Source: an optimization exercise on an open RTL-to-GDS flow (aim: small area and a short achievable clock period). Production flows keep margins and buffers that such runs may drop. RTL that was checked went through simulation tests only; none was proved equivalent to the original. Power is estimated from default activity; no workload was simulated.

== rev 12 ==
==> flow/design.v (excerpt) <==
module alignCellTop (
  input  logic        clk,
  input  logic        rst,
  input  logic [76:0] n1_i,
  input  logic [76:0] n2_i,
  input  logic [76:0] n3_i,
  input  logic [1:0]  a_i,
  input  logic [1:0]  b_i,
  input  logic [1:0]  c_i,
  input  logic        en_i,
  output logic [76:0] state_o,
  output logic [1:0]  baseA_o,
  output logic        en_o
);
==> flow/config.mk <==
export PLATFORM = sky130hd
export DESIGN_NAME = alignCellTop
export DESIGN_NICKNAME = alignCellTop
export VERILOG_FILES = /design/flow/design.v
export SDC_FILE = /design/flow/constraint.sdc
export NUM_CORES = 4
export LEC_CHECK = 0
export ABC_AREA = 1
export CAP_MARGIN = 20
export CORE_MARGIN = 2
export CORE_UTILIZATION = 45
export SETUP_SLACK_MARGIN = 5
export SLEW_MARGIN = 20
==> flow/constraint.sdc <==
create_clock -name core_clock -period 11.0 [get_ports {clk}]
set_input_delay 2.2000 -clock core_clock [delete_from_list [all_inputs] [get_ports {clk}]]
set_output_delay 2.2000 -clock core_clock [all_outputs]
set_load 0.01 [all_outputs]
standard.sh (not shown) runs the stock make flow with config.mk's settings and CLKGATE_MAP_FILE= SYNTH_SCRIPT=/design/flow/synth_recipe.tcl, a recipe that flattens the netlist after the stock synthesis.
==> flow/flow/run.sh <==
#!/bin/bash
# The standard layout, with plain sky130_fd_sc_hd__buf_1 cells as the port
# buffers (the resizer's timing repair sizes them up where a path needs it).
# make's full output goes to flow.log here; each ORFS step keeps its own log
# under orfs/logs/.
set -euo pipefail
bash standard.sh "BUFFER_PORTS_ARGS=-buffer_cell sky130_fd_sc_hd__buf_1" finish > flow.log 2>&1
The inputs of rev 13 differ from those of rev 12 as listed below.
--- a/flow/design.v
+++ b/flow/design.v
@@ -216,20 +216,14 @@
     t2[3] = t1[6];
     for (int j = 0; j < 2; j++) begin
       g3[j] = g2[2*j+1] | (t2[2*j+1] & g2[2*j]);
       t3[j] = t2[2*j+1] & t2[2*j];
     end
     ge12 = g3[1] | (t3[1] & g3[0]);
   endfunction
-  function automatic logic ge12r(input logic [11:0] a, input logic [11:0] b, input logic cin);
-    logic o;
-    o = cin;
-    for (int i = 0; i < 12; i++) o = (a[i] & ~b[i]) | ((a[i] | ~b[i]) & o);
-    ge12r = o;
-  endfunction
   function automatic logic ge13(input logic [12:0] a, input logic [12:0] b, input logic cin);
     logic o;
     o = cin;
     for (int i = 0; i < 13; i++) o = (a[i] & ~b[i]) | ((a[i] | ~b[i]) & o);
     ge13 = o;
   endfunction
   localparam int FM = 6, FIX = 5, FIY = 4, FIZ = 3, FIXY = 2, FIYZ = 1, FIXZ = 0;
@@ -267,21 +261,21 @@
   assign ks[FM]   = wkey(xs[FM],   3'd4);
   assign ks[FIX]  = wkey(xs[FIX],  3'd2);
   assign ks[FIY]  = wkey(xs[FIY],  3'd3);
   assign ks[FIZ]  = wkey(xs[FIZ],  3'd3);
   assign ks[FIXY] = wkey(xs[FIXY], 3'd3);
   assign ks[FIYZ] = wkey(xs[FIYZ], 3'd4);
   assign ks[FIXZ] = wkey(xs[FIXZ], 3'd3);
-  assign c1a = ge12r(ks[FIY],  ks[FIZ],  1'b1);
+  assign c1a = ge12(ks[FIY],  ks[FIZ],  1'b1);
   assign s1a = c1a ? ks[FIY] : ks[FIZ];
-  assign c1b = ge12r(ks[FIXY], ks[FIXZ], 1'b1);
+  assign c1b = ge12(ks[FIXY], ks[FIXZ], 1'b1);
   assign s1b = c1b ? ks[FIXY] : ks[FIXZ];
-  assign c2  = ge12r(s1a, s1b, 1'b1);
+  assign c2  = ge12(s1a, s1b, 1'b1);
   assign s2  = c2 ? s1a : s1b;                        
-  assign c4  = ge12r(ks[FM], ks[FIYZ], 1'b1);
+  assign c4  = ge12(ks[FM], ks[FIYZ], 1'b1);
   assign s4  = c4 ? ks[FM] : ks[FIYZ];                
   assign sIx1 = {1'b0, ks[FIX]} + 13'd1;              
   assign cz = ge13({1'b0, s4}, sIx1, 1'b0);
   assign sZ = cz ? {1'b0, s4} : sIx1 + 13'd1;
   assign cw = ge13({1'b0, s2} + 13'd1, sZ, 1'b1);
   assign sW = cw ? {1'b0, s2} + 13'd1 : sZ;
   assign ixF = sW[10:0] - 11'd4;
@@ -329,22 +323,18 @@
     else
       kyA = {1'b0, pAr[5] ? 11'd2047 : pAr[4] ? 11'd2046 : pAr[3] ? 11'd2045 : nAr[10:0]};
     if (~eqBC & |pBr[1:0])
       kyB = {1'b1, 9'd0, pBr[1] ? 2'd1 : 2'd0};
     else
       kyB = {1'b0, pBr[5] ? 11'd2047 : pBr[4] ? 11'd2046 : pBr[3] ? 11'd2045 : nBr[10:0]};
   end
-  assign kAB  = ge12r(kyA, kyB, 1'b0);
-  logic [11:0] kyW;
-  logic [1:0]  tW, loW;
-  assign kyW  = kAB ? kyA : kyB;
-  assign tW   = kAB ? (eqBC ? 2'd1 : 2'd3) : (eqBC ? 2'd0 : 2'd2);
-  assign loW  = kyW[1:0] - tW;
-  assign iyzF = {(kyW[1:0] < tW) ? kyW[10:2] - 9'd1 : kyW[10:2], loW};
-  assign m3   = ge12r(nAr, nBr, 1'b1) ? nAr : nBr;
+  assign kAB  = ge12(kyA, kyB, 1'b0);
+  assign iyzF = kAB ? (eqBC ? kyA[10:0] - 11'd1 : kyA[10:0] - 11'd3)
+                    : (eqBC ? kyB[10:0]          : kyB[10:0] - 11'd2);
+  assign m3   = ge12(nAr, nBr, 1'b1) ? nAr : nBr;
   logic [10:0] mK;        
   logic [5:0]  mP;        
   assign mK = m3[10:0];
   assign mP = pAr | pBr;
   logic        t3, tm1;
   logic [10:0] mPreX;
   assign t3  = eqABn & eqBCn;
--- outcome ---
Changes observed in rev 13 relative to rev 12: final area lost 500 um^2; core occupancy in the finished layout lost 1.1 points; hold slack lost 8.1 ps.
Re post-placement cell area: no difference whatsoever between rev 13 and rev 12.
Compared with rev 12, the router placed fewer vias in rev 13.
When the final numbers for rev 12 and rev 13 were put side by side, the instance count after placement with tap cells included turned out to be greater in rev 13.
Re global-route usage: rev 12 and rev 13 aren't equal, and the lower value belongs to rev 13.
The number of buffers and inverters on the critical path reported for rev 13 is smaller than that of rev 12 by 1.
Rev 13 vs rev 12 on critical path depth: rev 13 is the lower one.
Function was not checked in any run of this note: the RTL went through the layout flow alone.

MS:
alignCellTop, a different RTL version from the one above (not shown whole).
Size: ~150 flip-flops, ~320 I/O pins, roughly 21000 um2 of cells after synthesis.
// alignCellTop
module alignCellTop (
  input  logic        clk,
  input  logic        rst,
  input  logic [76:0] n1_i,
  input  logic [76:0] n2_i,
  input  logic [76:0] n3_i,
  input  logic [1:0]  a_i,
  input  logic [1:0]  b_i,
  input  logic [1:0]  c_i,
  input  logic        en_i,
  output logic [76:0] state_o,
  output logic [1:0]  baseA_o,
  output logic        en_o
);
==> flow/config.mk <==
export PLATFORM = sky130hd
export DESIGN_NAME = alignCellTop
export DESIGN_NICKNAME = alignCellTop
export VERILOG_FILES = /design/flow/design.v
export SDC_FILE = /design/flow/constraint.sdc
export NUM_CORES = 4
export LEC_CHECK = 0
export ABC_AREA = 1
export CAP_MARGIN = 20
export CORE_MARGIN = 2
export CORE_UTILIZATION = 45
export SETUP_SLACK_MARGIN = 5
export SLEW_MARGIN = 20
==> flow/constraint.sdc <==
create_clock -name core_clock -period 11.0 [get_ports {clk}]
set_input_delay 2.2000 -clock core_clock [delete_from_list [all_inputs] [get_ports {clk}]]
set_output_delay 2.2000 -clock core_clock [all_outputs]
set_load 0.01 [all_outputs]
Scripts as last shown in full above: flow/flow/run.sh
Modified inputs, TR compared to MS
-- flow/design.v --
<<< MS, line 212
    ge12 = g3[1] | (t3[1] & g3[0]);
  endfunction
  function automatic logic ge12r(input logic [11:0] a, input logic [11:0] b, input logic cin);
    logic o;
    o = cin;
    for (int i = 0; i < 12; i++) o = (a[i] & ~b[i]) | ((a[i] | ~b[i]) & o);
    ge12r = o;
  endfunction
  function automatic logic ge13(input logic [12:0] a, input logic [12:0] b, input logic cin);
    logic o;
>>> TR, line 212
    ge12 = g3[1] | (t3[1] & g3[0]);
  endfunction
  function automatic logic ge13(input logic [12:0] a, input logic [12:0] b, input logic cin);
    logic o;
<<< MS, line 263
  assign ks[FIYZ] = wkey(xs[FIYZ], 3'd4);
  assign ks[FIXZ] = wkey(xs[FIXZ], 3'd3);
  assign c1a = ge12r(ks[FIY],  ks[FIZ],  1'b1);
  assign s1a = c1a ? ks[FIY] : ks[FIZ];
  assign c1b = ge12r(ks[FIXY], ks[FIXZ], 1'b1);
  assign s1b = c1b ? ks[FIXY] : ks[FIXZ];
  assign c2  = ge12r(s1a, s1b, 1'b1);
  assign s2  = c2 ? s1a : s1b;                        
  assign c4  = ge12r(ks[FM], ks[FIYZ], 1'b1);
  assign s4  = c4 ? ks[FM] : ks[FIYZ];                
  assign sIx1 = {1'b0, ks[FIX]} + 13'd1;              
>>> TR, line 257
  assign ks[FIYZ] = wkey(xs[FIYZ], 3'd4);
  assign ks[FIXZ] = wkey(xs[FIXZ], 3'd3);
  assign c1a = ge12(ks[FIY],  ks[FIZ],  1'b1);
  assign s1a = c1a ? ks[FIY] : ks[FIZ];
  assign c1b = ge12(ks[FIXY], ks[FIXZ], 1'b1);
  assign s1b = c1b ? ks[FIXY] : ks[FIXZ];
  assign c2  = ge12(s1a, s1b, 1'b1);
  assign s2  = c2 ? s1a : s1b;                        
  assign c4  = ge12(ks[FM], ks[FIYZ], 1'b1);
  assign s4  = c4 ? ks[FM] : ks[FIYZ];                
  assign sIx1 = {1'b0, ks[FIX]} + 13'd1;              
<<< MS, line 325
      kyB = {1'b0, pBr[5] ? 11'd2047 : pBr[4] ? 11'd2046 : pBr[3] ? 11'd2045 : nBr[10:0]};
  end
  assign kAB  = ge12r(kyA, kyB, 1'b0);
  assign iyzF = kAB ? (eqBC ? kyA[10:0] - 11'd1 : kyA[10:0] - 11'd3)
                    : (eqBC ? kyB[10:0]          : kyB[10:0] - 11'd2);
  assign m3   = ge12r(nAr, nBr, 1'b1) ? nAr : nBr;
  logic [10:0] mK;        
  logic [5:0]  mP;        
>>> TR, line 319
      kyB = {1'b0, pBr[5] ? 11'd2047 : pBr[4] ? 11'd2046 : pBr[3] ? 11'd2045 : nBr[10:0]};
  end
  assign kAB  = ge12(kyA, kyB, 1'b0);
  assign iyzF = kAB ? (eqBC ? kyA[10:0] - 11'd1 : kyA[10:0] - 11'd3)
                    : (eqBC ? kyB[10:0]          : kyB[10:0] - 11'd2);
  assign m3   = ge12(nAr, nBr, 1'b1) ? nAr : nBr;
  logic [10:0] mK;        
  logic [5:0]  mP;        
Findings:
- Summary of TR over MS: combinational gate power now sits lower; starting utilization of the core area now sits at about the same level.
- Diff TR and MS: first-pass GRT wire length lower in TR
- TR vs MS — area growth from synthesis to layout dropped 3.0 points.
- TR has final core utilization below what MS had.
- Diff MS..TR | worst hold slack | negligible
- On register area, TR and MS are basically level.
- TR -> MS: count of clock-buffer cells in the layout flat
- On routed length per placed instance, the lower figure sits with TR, not MS.
- Between TR and MS, wire length reported by the detailed router is higher for MS, TR comes in under that.
The RTL of MS was laid out without a check of its function.

-- what the ideal ports hide --
No port has a modelled driver above. Below, the same layouts with a new extraction and two added sets of constraints.
Step 1 sets driving cells, clkbuf_16 on the clock port and buf_2 on the other inputs (assumed; they add their load-dependent delay and slew).
Step 2 adds t to the input delays and takes it off the output delays; t is the mean of the earliest and latest rising clock arrival at the registers after step 1. Input paths then give back, and output paths get back, about the clock's delay inside the block.
Slacks: no drivers / after step 1 / after step 2; pairs: no drivers / after step 1.
run	t (ns)	setup slack, ns	worst hold slack (ns)	worst setup path at the end
rev 12	0.478	5.085 / 5.103 / 4.625	0.451 / 0.451 / 0.451	input to register
rev 13	0.470	5.194 / 5.221 / 4.751	0.442 / 0.442 / 0.442	input to register
MS	0.472	5.143 / 5.162 / 4.690	0.447 / 0.447 / 0.447	input to register
TR	0.479	5.227 / 5.251 / 4.771	0.445 / 0.445 / 0.445	input to register
After both steps every run listed still meets setup and hold. The setup slack of rev 12, which loses most, moves by +0.018 ns with the drivers and by -0.460 ns with both steps.
